Context: an optimization exercise on an open-source flow, tuned for small area and a short achievable clock period. The choices shown serve that exercise and are no tape-out recipe. Function was checked by simulation only, so behaviour that the tests miss may differ from the original. No activity file was given, so power comes from the tool's default toggle rates.

### design/flow/design.v
`default_nettype none
package cpu_pkg;
    localparam int REG_AW    = 3;
    localparam int NUM_REGS  = 6;   
    localparam int NUM_FLAGS = 4;
endpackage
`default_nettype wire
`timescale 1ns/1ns
`default_nettype none
import cpu_pkg::*;
module mini_core
#(
    parameter int WIDTH  = 16,
    parameter int MEM_AW = 4
) (
    input  wire                  clk,
    input  wire                  arst_n,
    input  wire                  word_valid,
    input  wire  [31:0]          word,
    output logic                 busy,
    output logic                 wr_en,
    output logic [REG_AW-1:0]    wr_addr,
    output logic [WIDTH-1:0]     wr_data,
    output logic [NUM_FLAGS-1:0] flags
);
    localparam logic [3:0] K_ADD  = 4'd0;
    localparam logic [3:0] K_SUB  = 4'd1;
    localparam logic [3:0] K_AND  = 4'd2;
    localparam logic [3:0] K_OR   = 4'd3;
    localparam logic [3:0] K_XOR  = 4'd4;
    localparam logic [3:0] K_SHL  = 4'd5;
    localparam logic [3:0] K_SHR  = 4'd6;
    localparam logic [3:0] K_MOV  = 4'd7;
    localparam logic [3:0] K_MOVF = 4'd8;
    localparam logic [3:0] K_LD   = 4'd9;
    localparam logic [3:0] K_MOVH = 4'd11;
    localparam logic [3:0] K_MOVL = 4'd12;
    logic        accept;
    logic [15:5] lo_half;
    assign accept = word_valid && !busy;
    always_ff @(posedge clk or negedge arst_n) begin
        if (!arst_n)
            busy <= 1'b0;
        else
            busy <= accept && !word[31];
    end
    always_ff @(posedge clk)
        lo_half <= word[15:5];
    localparam int DW = 13;
    function automatic logic [DW-1:0] dec_half(input logic v, input logic [15:5] h);
        logic aok, bok, we, st, sf;
        aok = (h[11:9] < 3'd6);
        bok = (h[8:6] < 3'd6);
        we  = v && ((h[15:12] <= 4'd7 && aok && bok) ||
                    (h[15:12] == 4'd8 && aok) ||
                    (h[15:12] == 4'd9 && aok && bok));
        st  = v && h[15:12] == 4'd10 && aok && bok;
        sf  = v && h[15:12] <= 4'd6 && aok && bok && h[5];
        dec_half = {we, st, sf, h[15:12], h[11:9], h[8:6]};
    endfunction
    function automatic logic [DW-1:0] dec_long(input logic v, input logic [4:0] code);
        logic [2:0] ra;
        ra[2] = code[4] | (code[3] & ~code[2] & code[1]);
        ra[1] = code[3] & ~(code[2] ^ code[1]);
        ra[0] = code[0];
        if (code >= 5'd12)
            dec_long = {v && code < 5'd18, 2'b00, K_MOVL, ra, 3'd0};
        else
            dec_long = {v && code >= 5'd6, 2'b00, K_MOVH, ra, 3'd0};
    endfunction
    logic [DW-1:0] dec_nxt;
    logic          slot_we, slot_st, slot_sf;
    logic [3:0]    slot_k;
    logic [2:0]    slot_ra, slot_rb;
    logic [7:0]    slot_imm;
    logic          slot_sub, slot_shr;
    always_comb begin
        if (busy)
            dec_nxt = dec_half(1'b1, lo_half);
        else if (word[31])
            dec_nxt = dec_long(accept, word[13:9]);
        else
            dec_nxt = dec_half(accept, word[31:21]);
    end
    always_ff @(posedge clk or negedge arst_n) begin
        if (!arst_n) begin
            slot_we <= 1'b0;
            slot_st <= 1'b0;
            slot_sf <= 1'b0;
        end else begin
            {slot_we, slot_st, slot_sf} <= dec_nxt[DW-1:DW-3];
        end
    end
    always_ff @(posedge clk) begin
        {slot_k, slot_ra, slot_rb} <= dec_nxt[9:0];
        slot_sub <= (dec_nxt[9:6] == K_SUB);
        slot_shr <= (dec_nxt[9:6] == K_SHR);
        slot_imm <= word[23:16];
    end
    logic [WIDTH-1:0] regs  [NUM_REGS];
    logic [WIDTH-1:0] regs_d[NUM_REGS];
    logic [WIDTH-1:0] mem   [2**MEM_AW];
    logic [WIDTH-1:0] a, b, mem_rd, res;
    logic [WIDTH-1:0] rd_a, rd_b;
    always_comb begin
        for (int i = 0; i < NUM_REGS; i++)
            regs_d[i] = (wr_en && wr_addr == 3'(i)) ? wr_data : regs[i];
    end
    logic [NUM_REGS-1:0] sel_a, sel_b, cur_w;
    logic                hit_a, hit_b;
    function automatic logic [NUM_REGS-1:0] onehot(input logic [2:0] r);
        for (int i = 0; i < NUM_REGS; i++)
            onehot[i] = (r == 3'(i));
    endfunction
    function automatic logic [NUM_REGS-1:0] onehot_long(input logic [4:0] code);
        for (int i = 0; i < NUM_REGS; i++)
            onehot_long[i] = (code == 5'(6 + i)) || (code == 5'(12 + i));
    endfunction
    always_comb begin
        if (busy)
            sel_a = onehot(lo_half[11:9]);
        else if (word[31])
            sel_a = onehot_long(word[13:9]);
        else
            sel_a = onehot(word[27:25]);
        sel_b = busy ? onehot(lo_half[8:6]) : onehot(word[24:22]);
        cur_w = slot_we ? onehot(slot_ra) : '0;
        hit_a = |(sel_a & cur_w);
        hit_b = |(sel_b & cur_w);
    end
    always_comb begin
        rd_a = '0;
        rd_b = '0;
        for (int i = 0; i < NUM_REGS; i++) begin
            rd_a = rd_a | (regs_d[i] & {WIDTH{sel_a[i]}});
            rd_b = rd_b | (regs_d[i] & {WIDTH{sel_b[i]}});
        end
    end
    always_ff @(posedge clk) begin
        a <= hit_a ? res : rd_a;
        b <= hit_b ? res : rd_b;
    end
    always_comb begin
        mem_rd = '0;
        for (int i = 0; i < 2**MEM_AW; i++)
            mem_rd = mem_rd | (mem[i] & {WIDTH{b[MEM_AW-1:0] == MEM_AW'(i)}});
    end
    logic [WIDTH-1:0] bx, pg_p, pg_g, gg, pp, sum, sh_in, sh_out, sh_rev;
    logic [WIDTH:0]   cy;
    logic             carry, ovf, is_arith;
    assign is_arith = (slot_k == K_ADD) || (slot_k == K_SUB);
    assign bx       = b ^ {WIDTH{slot_sub}};
    assign pg_p     = a ^ bx;
    assign pg_g     = a & bx;
    always_comb begin
        gg = pg_g;
        pp = pg_p;
        gg[0] = pg_g[0] | (pg_p[0] & slot_sub);
        for (int l = 0; l < 4; l++) begin
            for (int i = WIDTH - 1; i > 0; i--) begin
                if (i >= (1 << l)) begin
                    gg[i] = gg[i] | (pp[i] & gg[i-(1<<l)]);
                    pp[i] = pp[i] & pp[i-(1<<l)];
                end
            end
        end
    end
    assign cy    = {gg, slot_sub};
    assign sum   = pg_p ^ cy[WIDTH-1:0];
    assign carry = is_arith && (cy[WIDTH] ^ slot_sub);   
    assign ovf   = is_arith && (cy[WIDTH] ^ cy[WIDTH-1]);
    always_comb begin
        for (int i = 0; i < WIDTH; i++)
            sh_in[i] = slot_shr ? a[WIDTH-1-i] : a[i];
    end
    assign sh_out = sh_in << b[3:0];
    always_comb begin
        for (int i = 0; i < WIDTH; i++)
            sh_rev[i] = sh_out[WIDTH-1-i];
    end
    always_comb begin
        case (slot_k)
            K_ADD, K_SUB: res = sum;
            K_AND:        res = pg_g;
            K_OR:         res = pg_g | pg_p;
            K_XOR:        res = pg_p;
            K_SHL:        res = sh_out;
            K_SHR:        res = sh_rev;
            K_MOV:        res = b;
            K_MOVF:       res = WIDTH'(flags);
            K_LD:         res = mem_rd;
            K_MOVH:       res = {slot_imm, a[7:0]};
            K_MOVL:       res = {a[15:8], slot_imm};
            default:      res = b;
        endcase
    end
    always_ff @(posedge clk or negedge arst_n) begin
        if (!arst_n) begin
            for (int i = 0; i < NUM_REGS; i++)
                regs[i] <= '0;
        end else begin
            for (int i = 0; i < NUM_REGS; i++)
                regs[i] <= regs_d[i];
        end
    end
    always_ff @(posedge clk) begin
        if (slot_st)
            mem[b[MEM_AW-1:0]] <= a;
    end
    logic pend_sf, pend_c, pend_v;
    always_ff @(posedge clk or negedge arst_n) begin
        if (!arst_n) begin
            wr_en   <= 1'b0;
            pend_sf <= 1'b0;
            flags   <= '0;
        end else begin
            wr_en   <= slot_we;
            pend_sf <= slot_sf;
            if (pend_sf)
                flags <= {wr_data == '0, pend_v, wr_data[WIDTH-1], pend_c};
        end
    end
    always_ff @(posedge clk) begin
        wr_addr <= slot_ra;
        wr_data <= res;
        pend_c  <= carry;
        pend_v  <= ovf;
    end
endmodule
`default_nettype wire
### design/flow/run.sh
#!/bin/bash
# synth_recipe.tcl (not shown) runs the flow's synth.tcl, then flattens the netlist and writes it again
# the make line also repeats each setting of config.mk as NAME=value (left out here)
make -C /OpenROAD-flow-scripts/flow DESIGN_CONFIG=/design/flow/config.mk WORK_HOME=/design/flow/orfs CLKGATE_MAP_FILE= SYNTH_SCRIPT=/design/flow/synth_recipe.tcl finish
### design/flow/config.mk
export PLATFORM = sky130hd
export DESIGN_NAME = mini_core
export DESIGN_NICKNAME = mini_core
export VERILOG_FILES = /design/flow/design.v
export SDC_FILE = /design/flow/constraint.sdc
export NUM_CORES = 4
export LEC_CHECK = 0
export ABC_AREA = 1
export CAP_MARGIN = 20
export CORE_MARGIN = 2
export CORE_UTILIZATION = 45
export CTS_CLUSTER_DIAMETER = 100
export CTS_CLUSTER_SIZE = 30
export PLACE_DENSITY = 0.6
export SETUP_SLACK_MARGIN = 4.8
export SLEW_MARGIN = 20
export TNS_END_PERCENT = 10
### design/flow/constraint.sdc
create_clock -name core_clock -period 7.5 [get_ports {clk}]
set_input_delay 1.5000 -clock core_clock [delete_from_list [all_inputs] [get_ports {clk}]]
set_output_delay 1.5000 -clock core_clock [all_outputs]
set_load 0.01 [all_outputs]
==> results of run 1 <==
## sequential cells by signal, summed over array words and instances, names as in the netlist, 3 cells and up
register and cells:
regs 96, slot_ra 3, wr_data 16, lo_half 11
mem 256, a 16, slot_imm 8, wr_addr 3
b 16, slot_k 4, flags 4
## power by group through the flow
stage                     clock network [mW]  registers [mW]  logic [mW]
after floorplan                            0            3.49        1.95
after global routing                    1.41            3.53        3.97
final                                   1.31            3.49        3.64
after detailed placement                   0            3.51        3.36
after CTS                               1.33            3.48        3.50
after global placement                     0            3.50        3.32
## cell usage in the layout, fill, tap and decap left out, types with 14 or more instances in the layout
cell type / instances
ha_1: 28
nand2_1: 812
xnor2_1: 16
nand4_1: 66
dfxtp_4: 14
nor2_1: 196
dlygate4sd2_1: 17
a21oi_1: 45
inv_1: 228
dfrtp_1: 105
edfxtp_1: 256
o21ai_0: 137
clkbuf_16: 21
clkdlybuf4s50_1: 16
nor2_2: 15
buf_4: 81
o22ai_1: 23
dfxtp_1: 57
nor2_4: 22
nand3_1: 241
## area by class of cell
class / instances / area [um2]
Clock buffer: 28 / 552
Clock inverter: 3 / 42.5
Fill cell: 4395 / 22200
Inverter: 248 / 966
Multi-Input combinational cell: 1749 / 8640
Sequential cell: 443 / 12000
Tap cell: 607 / 759
Timing Repair Buffer: 160 / 1510
Timing Repair inverter: 1 / 6.26
## through the flow
stage	power, mW	std cells	utilization [%]	hold slack, ns	area [um2]
5_1_grt	8.90	3239	52.4	0.375	24500
2_1_floorplan	5.43	2519	-	0.331	21500
4_1_cts	8.31	3225	51.9	0.362	24300
3_5_place_dp	6.87	3151	48.9	0.337	22800
6_report	8.44	3239	52.4	0.360	24500
3_3_place_gp	6.82	3151	48.8	0.335	22800
## worst paths after layout
check	from	to	slack [ns]
worst max-delay path	wr_data[4]$_DFF_P_	wr_data[4]	4.73
min in group asynchronous	arst_n	regs[2][3]$_DFF_PN0_	0.93
worst min-delay path	slot_sf$_DFF_PN0_	pend_sf$_DFF_PN0_	0.36
worst min register to register	slot_sf$_DFF_PN0_	pend_sf$_DFF_PN0_	0.36
worst max register to register	b[3]$_DFF_P_	wr_data[3]$_DFF_P_	4.80
max in group asynchronous	arst_n	regs[0][9]$_DFF_PN0_	5.28
## cells by family (layout without fill, tap and decap cells)
group                    count (synthesis)  after routing  share of synthesized area (%)
AND/OR/NAND/NOR                       1429           1431                           28.2
flip-flops                             443            443                           55.9
buffers and inverters                  329            440                           6.11
AO/OA/AOI/OAI                          264            264                           7.02
adder cells (fa/ha/maj)                 35             35                           2.08
XOR/XNOR                                19             19                          0.777
## routing by layer
| metal | part of all wire [%] | track usage, % |
|---|---|---|
| met1 | 41 | 38.1 |
| met2 | 47 | 48.3 |
| met3 | 7.2 | 4.13 |
| met4 | 5.5 | 15.0 |
| met5 | 0 | 0 |
## what timing repair did
action                                  4_1_cts  5_1_grt
endpoints found under the hold margin         0        0
pin swaps                                    18       13
buffers inserted                             39       14
cloned                                        4        0
resized for setup                           177       70
hold buffers                                  0        0
endpoints found under the setup margin      149       90
==> results.py, run 1 <==
metrics = {
    "logic_synthesis": {
        "synth_top_area_share_pct": 35.9,
        "synth-edff-count": 256,
        "yosys_warnings": 3,
        "synth_top_cell_by_area": "edfxtp_1",
        "netlist_area_um2": 21400,
        "syn_nets": 2589,
        "synth.distinct_cells": 54,
        "synth-main-ff-cell": "edfxtp_1",
        "ys_ff_latch": 443,
        "synthTopCellsByCount": "nand2_1 (823), edfxtp_1 (256), nand3_1 (244)",
        "postSynthAreaPerCell_um2": 8.50,
        "synth_area_leaders": "edfxtp_1 (36%), nand2_1 (14%), dfrtp_1 (12%)",
        "yosysSeqAreaShare_pct": 55.9,
        "yosysMostFrequentCell": "nand2_1",
        "synthArstFlopShare_pct": 23.9,
        "netlist_instances": 2519,
    },
    "pwr": {
        "p_leak_nw": 10.5,
        "p_switching_mw": 3.67,
        "ir_drop_uv": 233,
        "power.share.switching_pct": 43.5,
        "pwr-share-comb_pct": 43.1,
        "clkPwrFrac_pct": 15.5,
        "internal_power_mw": 4.77,
        "power.density_nw_per_um2": 344,
        "seqPwrFrac_pct": 41.3,
    },
    "clock_tree": {
        "clock-sinks": 443,
        "htreeDepth": 1,
        "clk_latency_ns": 0.57,
        "cts_buffers": 19,
        "clk_pin_slew_worst_paths_ns": 0.12,
        "cts-root-buf": "clkbuf_16",
        "cts.path.max_buffers": 3,
        "cts_tree": "done",
    },
    "floorplan": {
        "dieArea_um2": 49400,
        "start_util_pct": 45.8,
        "io_pins": 60,
        "core-area_um2": 46800,
        "rows": 79,
        "die_w_um": 222,
        "die_y_um": 222,
    },
    "setup_path": {
        "path_buf_inv": 1,
        "worst_setup_path_start_kind": "register",
        "critPathMaxFanout": 6,
        "worstPathCellList": "dlygate4sd2_1",
        "ff2ff_path_depth": 10,
        "arrival_ns": 1.27,
        "crit_slowest_cell": "dfxtp_2",
        "criticalPathCategory": "register to output pin",
        "required_ns": 6.00,
        "endpoint_kind": "output pin",
        "path_delay_family": "flip-flops",
        "slowest_delay_ns": 0.41,
        "worstSetupPathDepth": 1,
    },
    "grt": {
        "grt_pass1_wl_um": 108000,
        "grt_pass1_vias": 17600,
        "grt_util_all_layers_pct": 29.4,
        "antenna_found_initial": 0,
        "grt_overflow": 0,
        "grt_max_degree": 63,
    },
    "timing": {
        "tns_ns": 0,
        "fmax_mhz": 361,
        "final_hold_viol_count": 0,
        "rsz0062_at_grt": "true",
        "period_share_pct": 37.0,
        "fin_ws_ns": 4.73,
        "slew_violations": 0,
        "max_slew_margin_pct": 26.5,
        "finClkSkew_ns": 0.0440,
        "setup_viol": 0,
        "min_period_ns": 2.77,
        "tightest_slew_ns": 1.10,
    },
    "drt": {
        "routed_wl_um": 73200,
        "drt-initial-drc-count": 1671,
        "ant_nets": 0,
        "drc": 0,
        "detail_route.first_pass.iterations": 6,
        "wl_per_cell_um": 22.6,
        "vias": 18200,
        "avgViaCountPerCell": 5.61,
    },
    "placement": {
        "pre_cts_slack_ns": 2.81,
        "dp_hpwl_um": 48900,
        "gp_congestion": 0.909,
        "portBuffers": 54,
    },
    "run": {
        "maxCapViolCount": 0,
    },
    "run_status": {
        "status": "finished clean",
    },
    "hold_path": {
        "holdPathStages": 0,
        "hold_class": "register to register",
    },
    "cells_and_area": {
        "synthToLayoutAreaGrowth_pct": 14.4,
        "finalNetCount": 2692,
        "drive_gt1_share_pct": 11.2,
        "diodes": 0,
    },
}
==> inputs of run 2 (changes only) <==
--- a/design/flow/config.mk
+++ b/design/flow/config.mk
@@ -12,6 +12,6 @@
 export CTS_CLUSTER_DIAMETER = 100
 export CTS_CLUSTER_SIZE = 30
 export PLACE_DENSITY = 0.6
-export SETUP_SLACK_MARGIN = 4.8
+export SETUP_SLACK_MARGIN = 5.0
 export SLEW_MARGIN = 20
 export TNS_END_PERCENT = 10
==> results.py, run 2 <==
metrics = {
    "timing": {
        "tns_ns": 0,
        "fin_ws_ns": 4.83,
        "fmax_mhz": 374,
        "period_share_pct": 35.6,
        "max_slew_margin_pct": 29.4,
        "final_hold_viol_count": 0,
        "finClkSkew_ns": 0.0478,
        "setup_viol": 0,
        "rsz0062_at_grt": "true",
        "min_period_ns": 2.67,
        "hold_ws_ns": 0.359,
        "tightest_slew_ns": 1.06,
        "slew_violations": 0,
    },
    "cells_and_area": {
        "final_cell_mix": "nand2_1 (797), edfxtp_1 (256), inv_1 (223), nand3_1 (223), nor2_1 (185)",
        "layout.cells.non_filler": 3280,
        "design_area_um2": 25400,
        "layout_commonest_cell": "nand2_1",
        "synthToLayoutAreaGrowth_pct": 18.7,
        "diodes": 0,
        "fillCellCount": 4320,
        "utilization_pct": 54.4,
        "finalNetCount": 2733,
        "largest_reg_flops": 256,
        "drive_gt1_share_pct": 16.4,
    },
    "drt": {
        "drc": 0,
        "vias": 18500,
        "drt-initial-drc-count": 1836,
        "routed_wl_um": 75300,
        "avgViaCountPerCell": 5.65,
        "wl_per_cell_um": 23.0,
        "detail_route.first_pass.iterations": 5,
        "ant_nets": 0,
    },
    "clock_tree": {
        "htreeDepth": 1,
        "cts.path.max_buffers": 3,
        "cts_tree": "done",
        "clk_pin_slew_worst_paths_ns": 0.12,
        "cts_buffers": 19,
        "clk_latency_ns": 0.58,
        "ctsHoldBuffers": 0,
        "clock-sinks": 443,
        "cts-root-buf": "clkbuf_16",
    },
    "setup_path": {
        "slowest_delay_ns": 0.44,
        "path_delay_family": "flip-flops",
        "worst_setup_path_start_kind": "register",
        "criticalPathCategory": "register to output pin",
        "critPathMaxFanout": 2,
        "worstPathCellList": "buf_2",
        "endpoint_kind": "output pin",
        "r2r_start": "b[0]$_DFF_P_",
        "arrival_ns": 1.17,
        "crit_slowest_cell": "dfrtp_1",
        "path_buf_inv": 1,
        "timing.rr.end": "wr_data[6]$_DFF_P_",
        "required_ns": 6.00,
        "ff2ff_path_depth": 12,
        "r2r_setup_slack_ns": 4.90,
    },
    "placement": {
        "gp_congestion": 0.909,
        "pre_cts_slack_ns": 2.81,
        "portBuffers": 54,
        "dp_hpwl_um": 48900,
        "dp_cells": 3151,
        "dpl_cell_area_um2": 22800,
    },
    "pwr": {
        "ir_drop_uv": 231,
        "power.density_nw_per_um2": 348,
        "pwr-share-comb_pct": 46.0,
        "finalPower_mw": 8.85,
        "p_switching_mw": 3.85,
        "p_leak_nw": 10.8,
        "seqPwrFrac_pct": 39.1,
        "clkPwrFrac_pct": 14.9,
        "internal_power_mw": 5.00,
        "power.share.switching_pct": 43.5,
    },
    "logic_synthesis": {
        "syn_nets": 2589,
        "postSynthAreaPerCell_um2": 8.50,
        "yosysMostFrequentCell": "nand2_1",
        "yosysSeqAreaShare_pct": 55.9,
        "synthTopCellsByCount": "nand2_1 (823), edfxtp_1 (256), nand3_1 (244)",
        "synth_area_leaders": "edfxtp_1 (36%), nand2_1 (14%), dfrtp_1 (12%)",
        "synth_top_cell_by_area": "edfxtp_1",
        "synth-edff-count": 256,
        "synth-main-ff-cell": "edfxtp_1",
        "yosys_warnings": 3,
        "synthArstFlopShare_pct": 23.9,
        "netlist_area_um2": 21400,
        "synth.distinct_cells": 54,
        "ys_ff_latch": 443,
        "netlist_instances": 2519,
        "synth_top_area_share_pct": 35.9,
    },
    "floorplan": {
        "dieArea_um2": 49400,
        "die_w_um": 222,
        "io_pins": 60,
        "rows": 79,
        "start_util_pct": 45.8,
        "die_y_um": 222,
        "core-area_um2": 46800,
    },
    "hold_path": {
        "worstHoldStart": "slot_sf$_DFF_PN0_",
        "holdPathEnd": "pend_sf$_DFF_PN0_",
        "holdPathStages": 0,
        "hold_class": "register to register",
    },
    "grt": {
        "grt_pass1_wl_um": 110000,
        "grt_util_all_layers_pct": 29.8,
        "antenna_found_initial": 0,
        "grt_max_degree": 63,
        "grt_pass1_vias": 17800,
        "grt_overflow": 0,
    },
    "run_status": {
        "status": "finished clean",
    },
    "run": {
        "maxCapViolCount": 0,
    },
}
-- run 2: logic make-up after synthesis --
kind of cell / share of synthesized area [%]
simple gates: 28.2
flops: 55.9
compound gates: 7.02
buf+inv: 6.11
fa+ha+maj: 2.08
xor+xnor: 0.777
-- run 2: power by group through the flow --
stage | clock [mW] | combinational [mW] | sequential (mW)
2_1_floorplan | 0 | 1.95 | 3.49
3_3_place_gp | 0 | 3.32 | 3.50
3_5_place_dp | 0 | 3.36 | 3.51
4_1_cts | 1.33 | 3.70 | 3.46
5_1_grt | 1.41 | 4.39 | 3.49
6_report | 1.32 | 4.07 | 3.46
-- run 2: area by class of cell --
class | count | area [um2] | area share, %
timing repair buffer | 199 | 1920 | 7.56
tap | 607 | 759 | 2.99
timing repair inverter | 1 | 8.76 | 0.0345
clock inverter | 3 | 42.5 | 0.167
clock buffer | 28 | 552 | 2.17
multi-input combinational | 1751 | 9100 | 35.8
sequential | 443 | 12000 | 47.4
inverter | 248 | 990 | 3.89
-- run 2: how the worst max path moves through the flow --
stage,depth (start not counted),from,end
floorplan,15,word[31],a[11]$_DFF_P_
global placement,10,word[22],b[1]$_DFF_P_
detailed placement,10,word[22],b[1]$_DFF_P_
CTS,1,flags[1]$_DFFE_PN0P_,flags[1]
global route,1,flags[1]$_DFFE_PN0P_,flags[1]
finish,1,flags[3]$_DFFE_PN0P_,flags[3]
-- run 2: what timing repair did --
| action | CTS | global route |
|---|---|---|
| pin swaps | 32 | 29 |
| gates cloned | 5 | 2 |
| buffers inserted | 68 | 23 |
| resized for setup | 333 | 126 |
| setup endpoints to repair | 181 | 86 |
-- run 2: worst reg2reg max path: cells and delay by family, from the launching register on --
| kind | cells | cell delay (ns) |
|---|---|---|
| AOI/OAI and AO/OA | 3 | 0.41 |
| and+or+nand+nor | 5 | 0.89 |
| DFF | 1 | 0.37 |
| adders and majority gates | 1 | 0.42 |
| buffers and inverters | 3 | 0.42 |
-- run 2: routing by layer --
layer / wire [um] / share of wire (%) / track usage, % / vias up
li1: - / - / - / 8616
met4: 4500 / 6.0 / 15.8 / 0
met2: 35000 / 46 / 48.6 / 856
met5: 0 / 0 / 0 / -
met3: 5300 / 7.0 / 3.54 / 183
met1: 30500 / 41 / 39.1 / 8878
==> inputs of run 3 (changes only) <==
--- a/design/flow/config.mk
+++ b/design/flow/config.mk
@@ -8,10 +8,10 @@
 export ABC_AREA = 1
 export CAP_MARGIN = 20
 export CORE_MARGIN = 2
-export CORE_UTILIZATION = 45
+export CORE_UTILIZATION = 55
 export CTS_CLUSTER_DIAMETER = 100
 export CTS_CLUSTER_SIZE = 30
-export PLACE_DENSITY = 0.6
+export PLACE_DENSITY = 0.65
 export SETUP_SLACK_MARGIN = 5.0
 export SLEW_MARGIN = 20
 export TNS_END_PERCENT = 10
==> results.py, run 3 <==
metrics = {
    "cells_and_area": {
        "largest_reg_flops": 256,
        "layout.cells.non_filler": 3185,
        "fillCellCount": 3240,
        "final_cell_mix": "nand2_1 (792), edfxtp_1 (256), nand3_1 (231)",
        "diodes": 0,
        "seq_area_um2": 12100,
        "layout_commonest_cell": "nand2_1",
        "design_area_um2": 25200,
        "synthToLayoutAreaGrowth_pct": 17.6,
        "drive_gt1_share_pct": 16.8,
        "utilization_pct": 65.3,
        "multi_input_area_um2": 9140,
        "finalNetCount": 2725,
    },
    "logic_synthesis": {
        "yosysSeqAreaShare_pct": 55.9,
        "syn_nets": 2589,
        "netlist_area_um2": 21400,
        "synth_top_area_share_pct": 35.9,
        "synthTopCellsByCount": "nand2_1 (823), edfxtp_1 (256), nand3_1 (244)",
        "synth.distinct_cells": 54,
        "netlist_instances": 2519,
        "yosys_warnings": 3,
        "synthArstFlopShare_pct": 23.9,
        "ys_ff_latch": 443,
        "yosysMostFrequentCell": "nand2_1",
        "synth_top_cell_by_area": "edfxtp_1",
        "postSynthAreaPerCell_um2": 8.50,
        "synth_area_leaders": "edfxtp_1 (36%), nand2_1 (14%), dfrtp_1 (12%)",
        "synth-main-ff-cell": "edfxtp_1",
        "synth-edff-count": 256,
    },
    "drt": {
        "drc": 0,
        "wl_per_cell_um": 22.6,
        "routed_wl_um": 71900,
        "vias": 18600,
        "detail_route.first_pass.iterations": 6,
        "ant_nets": 0,
        "avgViaCountPerCell": 5.84,
        "drt-initial-drc-count": 1997,
    },
    "timing": {
        "rsz0062_at_grt": "true",
        "setup_viol": 0,
        "fin_ws_ns": 4.83,
        "final_hold_viol_count": 0,
        "min_period_ns": 2.67,
        "slew_violations": 0,
        "tns_ns": 0,
        "max_slew_margin_pct": 30.7,
        "fmax_mhz": 375,
        "finClkSkew_ns": 0.0388,
        "tightest_slew_ns": 1.04,
        "period_share_pct": 35.6,
    },
    "grt": {
        "grt_util_all_layers_pct": 34.8,
        "grt_max_degree": 62,
        "antenna_found_initial": 0,
        "grt_pass1_vias": 17500,
        "grt_overflow": 0,
        "grt_pass1_wl_um": 106000,
    },
    "clock_tree": {
        "htreeDepth": 1,
        "cts_buffers": 18,
        "clk_pin_slew_worst_paths_ns": 0.12,
        "clk_latency_ns": 0.57,
        "cts_tree": "done",
        "cts-root-buf": "clkbuf_16",
        "cts.path.max_buffers": 3,
        "clock-sinks": 443,
        "ctsHoldBuffers": 0,
    },
    "run": {
        "maxCapViolCount": 0,
    },
    "placement": {
        "portBuffers": 54,
        "dp_hpwl_um": 46900,
        "pre_cts_slack_ns": 2.88,
        "gp_congestion": 0.944,
        "dp_cells": 3054,
        "dpl_cell_area_um2": 22700,
    },
    "run_status": {
        "status": "finished clean",
    },
    "pwr": {
        "clkPwrFrac_pct": 14.2,
        "p_switching_mw": 3.71,
        "pwr-share-comb_pct": 44.2,
        "seqPwrFrac_pct": 41.6,
        "p_leak_nw": 10.8,
        "internal_power_mw": 4.86,
        "power.density_nw_per_um2": 340,
        "power.share.switching_pct": 43.3,
        "ir_drop_uv": 228,
    },
    "setup_path": {
        "worst_setup_path_start_kind": "register",
        "endpoint_kind": "register",
        "critPathMaxFanout": 6,
        "arrival_ns": 3.13,
        "required_ns": 7.96,
        "criticalPathCategory": "register to register",
    },
    "floorplan": {
        "die_w_um": 201,
        "core-area_um2": 38600,
        "rows": 72,
        "die_y_um": 201,
        "dieArea_um2": 40500,
        "start_util_pct": 55.5,
        "io_pins": 60,
    },
    "hold_path": {
        "hold_class": "register to register",
    },
}
run 3: power by group through the flow:
stage | Sequential, mW | Combinational [mW] | Clock (mW)
2_1_floorplan | 3.49 | 1.95 | 0
3_3_place_gp | 3.58 | 3.14 | 0
5_1_grt | 3.60 | 4.09 | 1.30
4_1_cts | 3.55 | 3.44 | 1.22
3_5_place_dp | 3.60 | 3.19 | 0
6_report | 3.57 | 3.78 | 1.22
run 3: stage by stage:
stage / power (mW) / hold slack (ns)
after floorplan: 5.43 / 0.331
after global placement: 6.73 / 0.336
after detailed placement: 6.78 / 0.338
after CTS: 8.21 / 0.364
after global routing: 8.99 / 0.368
final: 8.57 / 0.363
run 3: final timing paths:
kind / start / end / slack (ns) / cells after the start
min reg2reg: slot_sf$_DFF_PN0_ / pend_sf$_DFF_PN0_ / 0.36 / 0
max: slot_sub$_DFF_P_ / wr_data[3]$_DFF_P_ / 4.83 / 12
max reg2reg: slot_sub$_DFF_P_ / wr_data[3]$_DFF_P_ / 4.83 / 12
min: slot_sf$_DFF_PN0_ / pend_sf$_DFF_PN0_ / 0.36 / 0
max in group asynchronous: arst_n / busy$_DFF_PN0_ / 5.25 / 2
min in group asynchronous: arst_n / regs[3][14]$_DFF_PN0_ / 0.92 / 1
run 3: critical path: stages (launching register included):
cell,delay [ns]
dfxtp_4,0.41
buf_12,0.15
buf_4,0.15
xnor2_4,0.19
inv_1,0.07
ha_1,0.20
inv_1,0.08
nand2_1,0.10
inv_1,0.08
nand2_1,0.08
o21ai_0,0.51
nand3_1,0.32
and2_1,0.23
run 3: final cells by class:
class / count / area share, %
timing repair buffer: 194 / 7.11
timing repair inverter: 2 / 0.109
sequential: 443 / 47.9
clock buffer: 30 / 2.01
multi-input combinational: 1748 / 36.3
inverter: 248 / 3.96
tap: 518 / 2.57
clock inverter: 2 / 0.0894
run 3: routing by layer:
metal / track usage [%] / up-vias / share of wire (%)
met4: 18.3 / 0 / 6.1
met5: 0 / - / 0
li1: - / 8606 / -
met1: 44.9 / 8865 / 38
met2: 58.5 / 918 / 48
met3: 3.53 / 199 / 7.6
run 3: kinds of logic after synthesis:
kind of cell / count (synthesis) / synth area share [%]
xor gates and xnor gates: 19 / 0.777
DFF: 443 / 55.9
buffers and inverters: 329 / 6.11
and+or+nand+nor: 1429 / 28.2
AOI/OAI and AO/OA: 264 / 7.02
adders and majority gates: 35 / 2.08
run 3: repair_timing:
action,4_1_cts,5_1_grt
pin swaps,35,41
setup buffers,67,24
gates cloned,4,3
setup endpoints to repair,131,118
gates resized for setup,374,122
==> inputs of run 4 (changes only) <==
--- a/design/flow/design.v
+++ b/design/flow/design.v
@@ -72,7 +72,6 @@
     logic          slot_we, slot_st, slot_sf;
     logic [3:0]    slot_k;
     logic [2:0]    slot_ra, slot_rb;
-    logic [7:0]    slot_imm;
     logic          slot_sub, slot_shr;
     always_comb begin
         if (busy)
@@ -95,7 +94,6 @@
         {slot_k, slot_ra, slot_rb} <= dec_nxt[9:0];
         slot_sub <= (dec_nxt[9:6] == K_SUB);
         slot_shr <= (dec_nxt[9:6] == K_SHR);
-        slot_imm <= word[23:16];
     end
     logic [WIDTH-1:0] regs  [NUM_REGS];
     logic [WIDTH-1:0] regs_d[NUM_REGS];
@@ -123,14 +121,19 @@
             sel_a = onehot_long(word[13:9]);
         else
             sel_a = onehot(word[27:25]);
-        sel_b = busy ? onehot(lo_half[8:6]) : onehot(word[24:22]);
+        if (busy)
+            sel_b = onehot(lo_half[8:6]);
+        else if (word[31])
+            sel_b = '0;
+        else
+            sel_b = onehot(word[24:22]);
         cur_w = slot_we ? onehot(slot_ra) : '0;
         hit_a = |(sel_a & cur_w);
         hit_b = |(sel_b & cur_w);
     end
     always_comb begin
         rd_a = '0;
-        rd_b = '0;
+        rd_b = {2{word[23:16]}} & {WIDTH{!busy && word[31]}};
         for (int i = 0; i < NUM_REGS; i++) begin
             rd_a = rd_a | (regs_d[i] & {WIDTH{sel_a[i]}});
             rd_b = rd_b | (regs_d[i] & {WIDTH{sel_b[i]}});
@@ -178,6 +181,9 @@
         for (int i = 0; i < WIDTH; i++)
             sh_rev[i] = sh_out[WIDTH-1-i];
     end
+    logic [WIDTH-1:0] mv;
+    assign mv[15:8] = (slot_k == K_MOVL) ? a[15:8] : b[15:8];
+    assign mv[7:0]  = (slot_k == K_MOVH) ? a[7:0]  : b[7:0];
     always_comb begin
         case (slot_k)
             K_ADD, K_SUB: res = sum;
@@ -186,11 +192,11 @@
             K_XOR:        res = pg_p;
             K_SHL:        res = sh_out;
             K_SHR:        res = sh_rev;
-            K_MOV:        res = b;
+            K_MOV:        res = mv;
             K_MOVF:       res = WIDTH'(flags);
             K_LD:         res = mem_rd;
-            K_MOVH:       res = {slot_imm, a[7:0]};
-            K_MOVL:       res = {a[15:8], slot_imm};
+            K_MOVH:       res = mv;
+            K_MOVL:       res = mv;
             default:      res = b;
         endcase
     end
==> results.py, run 4 <==
metrics = {
    "clock_tree": {
        "cts.path.max_buffers": 3,
        "htreeDepth": 1,
        "cts_tree": "done",
        "cts-root-buf": "clkbuf_16",
        "cts_buffers": 18,
        "clk_latency_ns": 0.57,
        "clock-sinks": 435,
        "clk_pin_slew_worst_paths_ns": 0.09,
    },
    "logic_synthesis": {
        "synth-main-ff-cell": "edfxtp_1",
        "netlist_instances": 2595,
        "yosys_warnings": 3,
        "synth-edff-count": 256,
        "synth_top_cell_by_area": "edfxtp_1",
        "synth.distinct_cells": 51,
        "netlist_area_um2": 21600,
        "yosysSeqAreaShare_pct": 54.6,
        "yosysMostFrequentCell": "nand2_1",
        "synthTopCellsByCount": "nand2_1 (978), edfxtp_1 (256), nand3_1 (226)",
        "postSynthAreaPerCell_um2": 8.33,
        "synthArstFlopShare_pct": 24.4,
        "synth_area_leaders": "edfxtp_1 (36%), nand2_1 (17%), dfrtp_1 (12%)",
        "ys_ff_latch": 435,
        "syn_nets": 2665,
        "synth_top_area_share_pct": 35.6,
    },
    "cells_and_area": {
        "finalNetCount": 2789,
        "layout.cells.non_filler": 3249,
        "diodes": 0,
        "utilization_pct": 64.3,
        "synthToLayoutAreaGrowth_pct": 15.2,
        "largest_reg_flops": 256,
        "drive_gt1_share_pct": 14.4,
        "seq_area_um2": 11900,
        "multi_input_area_um2": 9170,
        "final_cell_mix": "nand2_1 (959), edfxtp_1 (256), nand3_1 (214)",
        "design_area_um2": 24900,
        "layout_commonest_cell": "nand2_1",
        "fillCellCount": 3376,
    },
    "run_status": {
        "status": "finished clean",
    },
    "drt": {
        "avgViaCountPerCell": 5.79,
        "detail_route.first_pass.iterations": 6,
        "routed_wl_um": 71300,
        "vias": 18800,
        "drc": 0,
        "drt-initial-drc-count": 1875,
        "ant_nets": 0,
        "wl_per_cell_um": 22.0,
    },
    "grt": {
        "grt_overflow": 0,
        "grt_pass1_wl_um": 106000,
        "grt_max_degree": 63,
        "antenna_found_initial": 2,
        "grt_util_all_layers_pct": 34.4,
        "grt_pass1_vias": 17600,
    },
    "timing": {
        "tightest_slew_ns": 1.16,
        "hold_ws_ns": 0.356,
        "setup_viol": 0,
        "slew_violations": 0,
        "max_slew_margin_pct": 22.1,
        "finClkSkew_ns": 0.0242,
        "final_hold_viol_count": 0,
        "fin_ws_ns": 4.82,
        "tns_ns": 0,
        "fmax_mhz": 373,
        "rsz0062_at_grt": "true",
        "period_share_pct": 35.7,
        "min_period_ns": 2.68,
    },
    "setup_path": {
        "critPathMaxFanout": 2,
        "path_buf_inv": 1,
        "slowest_delay_ns": 0.50,
        "worst_setup_path_start_kind": "register",
        "arrival_ns": 1.18,
        "endpoint_kind": "output pin",
        "path_delay_family": "flip-flops",
        "criticalPathCategory": "register to output pin",
        "worstPathCellList": "buf_6",
        "crit_slowest_cell": "dfrtp_4",
        "required_ns": 6.00,
    },
    "placement": {
        "dp_hpwl_um": 46900,
        "portBuffers": 54,
        "dp_cells": 3128,
        "gp_congestion": 0.985,
        "pre_cts_slack_ns": 2.77,
        "dpl_cell_area_um2": 22800,
    },
    "floorplan": {
        "dieArea_um2": 40900,
        "start_util_pct": 55.8,
        "die_y_um": 202,
        "die_w_um": 202,
        "core-area_um2": 38700,
        "io_pins": 60,
        "rows": 72,
    },
    "pwr": {
        "p_leak_nw": 10.9,
        "ir_drop_uv": 235,
        "finalPower_mw": 7.34,
        "power.density_nw_per_um2": 295,
    },
    "hold_path": {
        "hold_class": "register to register",
    },
    "run": {
        "maxCapViolCount": 0,
    },
}
==> run 4: cell types whose count changed in the layout (fill, tap and decap cells not counted), sizes merged, moves of 8 or more <==
| cell | delta |
|---|---|
| a21oi | +29 |
| dfxtp | -8 |
| buf | -23 |
| o22ai | -14 |
| clkdlybuf4s15 | +10 |
| inv | -39 |
| nand4 | -26 |
| nand3 | -19 |
| nand2 | +161 |
==> run 4: path summary, 6_finish.rpt <==
kind                                    from                   end  slack, ns  cells past startpoint
min in group asynchronous             arst_n  regs[1][9]$_DFF_PN0_       0.91                      1
setup / recovery              busy$_DFF_PN0_                  busy       4.82                      1
setup reg to reg                b[0]$_DFF_P_    wr_data[1]$_DFF_P_       4.89                     10
max in group asynchronous             arst_n        busy$_DFF_PN0_       5.22                      2
hold reg to reg            slot_sf$_DFF_PN0_     pend_sf$_DFF_PN0_       0.36                      0
hold / removal             slot_sf$_DFF_PN0_     pend_sf$_DFF_PN0_       0.36                      0
==> run 4: area by class of cell <==
cell class | count | area share [%]
timing repair inverter | 2 | 0.0603
clock buffer | 29 | 1.97
tap | 518 | 2.60
clock inverter | 3 | 0.231
sequential | 435 | 47.8
timing repair buffer | 185 | 7.15
multi-input combinational | 1868 | 36.8
inverter | 209 | 3.45
==> run 4: cell families (layout without fill, tap and decap cells) <==
| logic type | count (synthesis) | after routing | synth area share [%] |
|---|---|---|---|
| AOI/OAI and AO/OA | 275 | 275 | 7.07 |
| xor gates and xnor gates | 18 | 18 | 0.729 |
| adders and majority gates | 35 | 35 | 2.06 |
| buffers and inverters | 294 | 428 | 5.82 |
| DFF | 435 | 435 | 54.6 |
| and+or+nand+nor | 1538 | 1540 | 29.7 |
==> run 4: what timing repair did <==
| item | CTS | global route |
|---|---|---|
| hold buffers | 0 | 0 |
| setup endpoints to repair | 133 | 98 |
| resized for setup | 245 | 145 |
| pin swaps | 22 | 46 |
| cloned | 5 | 3 |
| setup buffers | 54 | 27 |
==> run 4: worst register-to-register path: stages (launching register included) <==
cell	delay, ns
dfxtp_4	0.39
buf_12	0.17
nand2_1	0.11
o21ai_2	0.09
inv_1	0.09
fa_2	0.53
o22ai_1	0.09
nor3_1	0.34
nand3_1	0.12
a21oi_1	0.33
a21boi_0	0.21
==> run 4: metal layers <==
layer / up-vias / global-route usage (%) / part of all wire [%]
met5: - / 0 / 0
met4: 0 / 16.4 / 5.4
met3: 194 / 4.92 / 8.1
met2: 900 / 57.3 / 47
met1: 8945 / 44.5 / 39
li1: 8771 / - / -
==> run 4: report_power, final <==
part | total [mW] | internal (mW) | switching (mW)
sequential | 3.39 | 3.08 | 0.306
clock | 1.25 | 0.502 | 0.752
combinational | 2.70 | 0.862 | 1.84
total | 7.34 | 4.45 | 2.90
==> inputs of run 5 (changes only) <==
--- a/design/flow/config.mk
+++ b/design/flow/config.mk
@@ -8,10 +8,10 @@
 export ABC_AREA = 1
 export CAP_MARGIN = 20
 export CORE_MARGIN = 2
-export CORE_UTILIZATION = 55
+export CORE_UTILIZATION = 60
 export CTS_CLUSTER_DIAMETER = 100
-export CTS_CLUSTER_SIZE = 30
-export PLACE_DENSITY = 0.65
+export CTS_CLUSTER_SIZE = 25
+export PLACE_DENSITY = 0.7
 export SETUP_SLACK_MARGIN = 5.0
 export SLEW_MARGIN = 20
 export TNS_END_PERCENT = 10
==> results.py, run 5 <==
metrics = {
    "run_status": {
        "status": "finished clean",
    },
    "pwr": {
        "power.density_nw_per_um2": 298,
        "p_leak_nw": 10.8,
        "ir_drop_uv": 214,
    },
    "timing": {
        "fin_ws_ns": 4.82,
        "slew_violations": 0,
        "setup_viol": 0,
        "tightest_slew_ns": 0.991,
        "min_period_ns": 2.68,
        "tns_ns": 0,
        "fmax_mhz": 373,
        "final_hold_viol_count": 0,
        "finClkSkew_ns": 0.0279,
        "rsz0062_at_grt": "true",
        "period_share_pct": 35.7,
        "max_slew_margin_pct": 33.6,
    },
    "drt": {
        "detail_route.first_pass.iterations": 6,
        "wl_per_cell_um": 22.0,
        "ant_nets": 0,
        "avgViaCountPerCell": 5.99,
        "vias": 19000,
        "drc": 0,
        "drt-initial-drc-count": 2000,
        "routed_wl_um": 70000,
    },
    "placement": {
        "pre_cts_slack_ns": 2.78,
        "dp_hpwl_um": 46400,
        "portBuffers": 54,
        "gp_congestion": 1.01,
    },
    "setup_path": {
        "path_buf_inv": 1,
        "worst_setup_path_start_kind": "register",
        "criticalPathCategory": "register to output pin",
        "critPathMaxFanout": 2,
        "path_delay_family": "flip-flops",
        "worstPathCellList": "clkdlybuf4s15_2",
        "slowest_delay_ns": 0.39,
        "required_ns": 6.00,
        "endpoint_kind": "output pin",
        "arrival_ns": 1.18,
        "crit_slowest_cell": "dfxtp_4",
    },
    "grt": {
        "grt_util_all_layers_pct": 36.6,
        "grt_pass1_wl_um": 105000,
        "grt_overflow": 0,
        "antenna_found_initial": 1,
        "grt_max_degree": 78,
        "grt_pass1_vias": 18100,
    },
    "logic_synthesis": {
        "synth_top_cell_by_area": "edfxtp_1",
        "yosysMostFrequentCell": "nand2_1",
        "synthArstFlopShare_pct": 24.4,
        "postSynthAreaPerCell_um2": 8.33,
        "yosysSeqAreaShare_pct": 54.6,
        "synth-edff-count": 256,
        "ys_ff_latch": 435,
        "netlist_area_um2": 21600,
        "synth_top_area_share_pct": 35.6,
        "syn_nets": 2665,
        "yosys_warnings": 3,
        "synth.distinct_cells": 51,
        "netlist_instances": 2595,
        "synth_area_leaders": "edfxtp_1 (36%), nand2_1 (17%), dfrtp_1 (12%)",
        "synthTopCellsByCount": "nand2_1 (978), edfxtp_1 (256), nand3_1 (226)",
        "synth-main-ff-cell": "edfxtp_1",
    },
    "cells_and_area": {
        "drive_gt1_share_pct": 13.6,
        "layout_commonest_cell": "nand2_1",
        "final_cell_mix": "nand2_1 (959), edfxtp_1 (256), nand3_1 (210)",
        "utilization_pct": 69.2,
        "synthToLayoutAreaGrowth_pct": 13.9,
        "diodes": 0,
        "finalNetCount": 2769,
        "largest_reg_flops": 256,
    },
    "clock_tree": {
        "clock-sinks": 435,
        "clk_pin_slew_worst_paths_ns": 0.10,
        "cts.path.max_buffers": 3,
        "ctsHoldBuffers": 0,
        "cts-root-buf": "clkbuf_16",
        "clk_latency_ns": 0.56,
        "cts_tree": "done",
        "htreeDepth": 1,
        "cts_buffers": 21,
    },
    "floorplan": {
        "die_y_um": 194,
        "core-area_um2": 35600,
        "rows": 69,
        "start_util_pct": 60.8,
        "die_w_um": 194,
        "dieArea_um2": 37600,
        "io_pins": 60,
    },
    "hold_path": {
        "hold_class": "register to register",
    },
    "run": {
        "maxCapViolCount": 0,
    },
}
[run 5: cell counts after synthesis]
Identical to the previous run, type by type.
[run 5: logic make-up (layout without fill, tap and decap cells)]
| logic type | count (synthesis) | count (layout) | share of synthesized area, % |
|---|---|---|---|
| compound gates | 275 | 275 | 7.07 |
| xor+xnor | 18 | 18 | 0.729 |
| fa+ha+maj | 35 | 35 | 2.06 |
| buf+inv | 294 | 412 | 5.82 |
| flops | 435 | 435 | 54.6 |
| simple gates | 1538 | 1539 | 29.7 |
[run 5: what timing repair did]
action	CTS	global route
resized for setup	264	107
cloned	4	1
endpoints found under the setup margin	141	108
pin swaps	20	39
setup buffers	53	15
[run 5: path summary, 6_finish.rpt]
kind,cells past startpoint,from,endpoint,slack (ns)
worst min register to register,0,slot_sf$_DFF_PN0_,pend_sf$_DFF_PN0_,0.36
worst max-delay path,1,wr_data[4]$_DFF_P_,wr_data[4],4.82
min in group asynchronous,1,arst_n,regs[5][2]$_DFF_PN0_,0.86
worst max register to register,12,slot_sub$_DFF_P_,wr_data[9]$_DFF_P_,4.89
max in group asynchronous,2,arst_n,busy$_DFF_PN0_,5.52
worst min-delay path,0,slot_sf$_DFF_PN0_,pend_sf$_DFF_PN0_,0.36
[run 5: final cells by class]
type / count / area (um2)
clock buffers: 36 / 582
clock inverters: 2 / 25.0
fillers: 2875 / 10900
inverters: 209 / 853
multi-input cells: 1867 / 9080
flip-flops and latches: 435 / 11900
well taps: 461 / 577
repair buffers: 165 / 1610
[run 5: routing by layer]
layer / up-vias / routed length, um / GRT usage (%)
met4: 0 / 3850 / 18.9
met5: - / 0 / 0
met1: 9001 / 26100 / 47.0
met3: 211 / 6060 / 4.00
met2: 1074 / 34000 / 61.8
li1: 8728 / - / -
[run 5: power breakdown]
part           internal (mW)  switching, mW  total (mW)  leakage, nW
clock                  0.543          0.759        1.30        0.288
combinational          0.815           1.76        2.58         6.24
sequential              3.09          0.379        3.47         4.32
[run 5: through the flow]
| step | total power, mW | hold WS [ns] | instance area (um2) | cells |
|---|---|---|---|---|
| after CTS | 7.14 | 0.357 | 24100 | 3159 |
| after global routing | 7.70 | 0.380 | 24600 | 3175 |
| after global placement | 5.71 | 0.333 | 22600 | 3064 |
| after detailed placement | 5.77 | 0.335 | 22600 | 3064 |
| after floorplan | 4.85 | 0.331 | 21600 | 2595 |
| final | 7.34 | 0.357 | 24600 | 3175 |
[run 5: worst register-to-register path, stage by stage, from the launching register on]
cell and delay, ns:
dfxtp_2 0.34, buf_12 0.14, buf_12 0.14, xnor2_2 0.14, ha_2 0.43, nand2_1 0.11
nor2_1 0.20, nand3_1 0.15, nand3_1 0.11, nand2_1 0.05, nand3_1 0.14, nand4_1 0.27
and2_1 0.28
==> inputs of run 6 (changes only) <==
--- a/design/flow/config.mk
+++ b/design/flow/config.mk
@@ -8,10 +8,10 @@
 export ABC_AREA = 1
 export CAP_MARGIN = 20
 export CORE_MARGIN = 2
-export CORE_UTILIZATION = 60
-export CTS_CLUSTER_DIAMETER = 100
+export CORE_UTILIZATION = 65
+export CTS_CLUSTER_DIAMETER = 80
 export CTS_CLUSTER_SIZE = 25
-export PLACE_DENSITY = 0.7
+export PLACE_DENSITY = 0.75
 export SETUP_SLACK_MARGIN = 5.0
 export SLEW_MARGIN = 20
 export TNS_END_PERCENT = 10
==> results.py, run 6 <==
metrics = {
    "floorplan": {
        "die_w_um": 186,
        "core-area_um2": 32600,
        "die_y_um": 186,
        "io_pins": 60,
        "dieArea_um2": 34700,
        "rows": 66,
        "start_util_pct": 66.3,
    },
    "clock_tree": {
        "clk_latency_ns": 0.58,
        "cts_tree": "done",
        "htreeDepth": 1,
        "clk_pin_slew_worst_paths_ns": 0.10,
        "ctsHoldBuffers": 0,
        "cts_buffers": 22,
        "cts.path.max_buffers": 3,
        "clock-sinks": 435,
        "cts-root-buf": "clkbuf_16",
    },
    "setup_path": {
        "endpoint_kind": "output pin",
        "criticalPathCategory": "register to output pin",
        "arrival_ns": 1.19,
        "timing.rr.end": "a[11]$_DFF_P_",
        "worst_setup_path_start_kind": "register",
        "path_buf_inv": 1,
        "slowest_delay_ns": 0.44,
        "ff2ff_path_depth": 15,
        "required_ns": 6.00,
        "worstPathCellList": "buf_2",
        "path_delay_family": "flip-flops",
        "r2r_setup_slack_ns": 4.88,
        "r2r_start": "b[1]$_DFF_P_",
        "critPathMaxFanout": 2,
        "crit_slowest_cell": "dfrtp_1",
    },
    "logic_synthesis": {
        "synth_top_family_by_area": "simple AND/OR/NAND/NOR gates",
        "netlist_area_um2": 21600,
        "synth_top_area_share_pct": 35.6,
        "synth_compound_area_share_pct": 7.07,
        "synthArstFlopShare_pct": 24.4,
        "synth_area_leaders": "edfxtp_1 (36%), nand2_1 (17%), dfrtp_1 (12%)",
        "postSynthAreaPerCell_um2": 8.33,
        "yosysSeqAreaShare_pct": 54.6,
        "synth-main-ff-cell": "edfxtp_1",
        "synth_mux_area_share_pct": 0,
        "synth-simple-area-share_pct": 29.7,
        "netlist_instances": 2595,
        "syn_nets": 2665,
        "yosysMostFrequentCell": "nand2_1",
        "yosys_warnings": 3,
        "synth_top_cell_by_area": "edfxtp_1",
        "synth_xor_area_share_pct": 0.729,
        "synth.distinct_cells": 51,
        "yosys.area_share.adder_pct": 2.06,
        "ys_ff_latch": 435,
        "synth-edff-count": 256,
        "synthTopCellsByCount": "nand2_1 (978), edfxtp_1 (256), nand3_1 (226)",
    },
    "timing": {
        "period_share_pct": 35.8,
        "min_period_ns": 2.69,
        "tns_ns": 0,
        "tightest_slew_ns": 1.17,
        "max_slew_margin_pct": 22.0,
        "final_hold_viol_count": 0,
        "finClkSkew_ns": 0.0366,
        "fmax_mhz": 372,
        "setup_viol": 0,
        "slew_violations": 0,
        "hold_ws_ns": 0.366,
        "fin_ws_ns": 4.81,
        "rsz0062_at_grt": "true",
    },
    "cells_and_area": {
        "design_area_um2": 25000,
        "final_cell_mix": "nand2_1 (952), edfxtp_1 (256), nand3_1 (215)",
        "seq_area_um2": 11900,
        "fillCellCount": 2316,
        "diodes": 0,
        "layout_commonest_cell": "nand2_1",
        "synthToLayoutAreaGrowth_pct": 15.7,
        "largest_reg_flops": 256,
        "drive_gt1_share_pct": 14.8,
        "utilization_pct": 76.7,
        "finalNetCount": 2788,
        "multi_input_area_um2": 9290,
        "layout.cells.non_filler": 3173,
    },
    "drt": {
        "routed_wl_um": 70200,
        "avgViaCountPerCell": 6.12,
        "drc": 0,
        "vias": 19400,
        "wl_per_cell_um": 22.1,
        "detail_route.first_pass.iterations": 9,
        "ant_nets": 0,
        "drt-initial-drc-count": 2435,
    },
    "placement": {
        "portBuffers": 54,
        "gp_congestion": 1.03,
        "dpl_cell_area_um2": 22600,
        "pre_cts_slack_ns": 2.82,
        "dp_hpwl_um": 44800,
        "dp_cells": 3045,
    },
    "pwr": {
        "p_switching_mw": 2.96,
        "ir_drop_uv": 250,
        "clkPwrFrac_pct": 18.1,
        "p_leak_nw": 11.0,
        "seqPwrFrac_pct": 45.9,
        "power.share.switching_pct": 39.4,
        "finalPower_mw": 7.51,
        "power.density_nw_per_um2": 300,
        "pwr-share-comb_pct": 36.0,
        "internal_power_mw": 4.55,
    },
    "grt": {
        "grt_pass1_vias": 18300,
        "grt_util_all_layers_pct": 39.1,
        "grt_overflow": 0,
        "grt_pass1_wl_um": 104000,
        "grt_max_degree": 84,
        "antenna_found_initial": 0,
    },
    "hold_path": {
        "worstHoldStart": "slot_sf$_DFF_PN0_",
        "holdPathStages": 0,
        "holdPathEnd": "pend_sf$_DFF_PN0_",
        "hold_class": "register to register",
    },
    "run_status": {
        "status": "finished clean",
    },
    "run": {
        "maxCapViolCount": 0,
    },
}
==> run 6: layout make-up <==
type | instances | share of cell area [%]
Sequential cell | 435 | 47.6
Multi-Input combinational cell | 1872 | 37.1
Timing Repair Buffer | 177 | 6.87
Inverter | 209 | 3.49
Clock buffer | 32 | 2.35
Tap cell | 442 | 2.21
Clock inverter | 5 | 0.315
Timing Repair inverter | 1 | 0.0450
==> run 6: how the worst max path moves through the flow <==
| stage | from | endpoint | slack [ns] | cells after the start |
|---|---|---|---|---|
| 6_report | flags[3]$_DFFE_PN0P_ | flags[3] | 4.81 | 1 |
| 3_3_place_gp | word[31] | b[1]$_DFF_P_ | 2.86 | 11 |
| 2_1_floorplan | word[31] | a[10]$_DFF_P_ | 4.67 | 13 |
| 4_1_cts | busy$_DFF_PN0_ | busy | 4.81 | 1 |
| 5_1_grt | slot_sub$_DFF_P_ | a[11]$_DFF_P_ | 4.78 | 14 |
| 3_5_place_dp | word[31] | b[1]$_DFF_P_ | 2.82 | 11 |
==> run 6: power groups by stage <==
stage	Clock [mW]	Combinational (mW)	Sequential [mW]
final	1.36	2.70	3.45
after global routing	1.43	2.94	3.47
after CTS	1.35	2.39	3.43
after detailed placement	0	2.26	3.47
after global placement	0	2.20	3.46
after floorplan	0	1.51	3.34
==> run 6: cells by family (layout without fill, tap and decap cells) <==
family | count (synthesis) | count (layout)
compound gates | 275 | 275
xor+xnor | 18 | 18
fa+ha+maj | 35 | 35
buf+inv | 294 | 424
flops | 435 | 435
simple gates | 1538 | 1544
==> run 6: timing repair <==
item | CTS | global route
endpoints found under the setup margin | 138 | 136
gates resized for setup | 237 | 170
pin swaps | 20 | 53
setup buffers | 44 | 37
gates cloned | 5 | 5
endpoints found under the hold margin | 0 | 0
==> run 6: per-layer routing <==
metal,up-vias,global-route usage [%],routed length (um)
met5,-,0,0
met4,0,22.6,5020
met3,328,6.77,7480
met2,1266,64.8,33100
met1,9050,48.8,24600
li1,8760,-,-

[static timing again, ports no longer ideal]
How much do the figures lean on ideal ports? The routed layouts below were timed once more, with nothing changed but the port constraints.
Step 1, drivers: a clkbuf_16 drives clk and a buf_2 each remaining input, both assumed.
Step 2 times the ports against the registers' clock, not the clock port: input delays grow and output delays shrink by t, the midpoint of the rising clock arrivals with the driver on.
a / b / c = ideal ports / drivers / drivers and shift; a / b = the first two.
| run | t, ns | setup slack, ns | worst hold slack (ns) | worst setup path at the end | clock arrival spread, ns |
|---|---|---|---|---|---|
| run 1 | 0.609 | 4.726 / 4.669 / 4.207 | 0.360 / 0.360 / 0.360 | input to register | 0.046 / 0.045 |
| run 2 | 0.613 | 4.829 / 4.768 / 4.428 | 0.359 / 0.359 / 0.359 | input to register | 0.048 / 0.048 |
| run 3 | 0.609 | 4.833 / 4.810 / 4.311 | 0.363 / 0.363 / 0.363 | input to register | 0.039 / 0.039 |
| run 4 | 0.619 | 4.819 / 4.761 / 4.271 | 0.356 / 0.356 / 0.356 | input to register | 0.024 / 0.024 |
| run 5 | 0.605 | 4.819 / 4.762 / 4.276 | 0.357 / 0.357 / 0.357 | input to register | 0.030 / 0.030 |
| run 6 | 0.623 | 4.813 / 4.754 / 4.318 | 0.366 / 0.366 / 0.366 | input to register | 0.040 / 0.041 |
After both steps setup and hold are still met in every run listed. The setup slack of run 4, which loses most, moves by -0.058 ns with the drivers and by -0.548 ns with both steps.
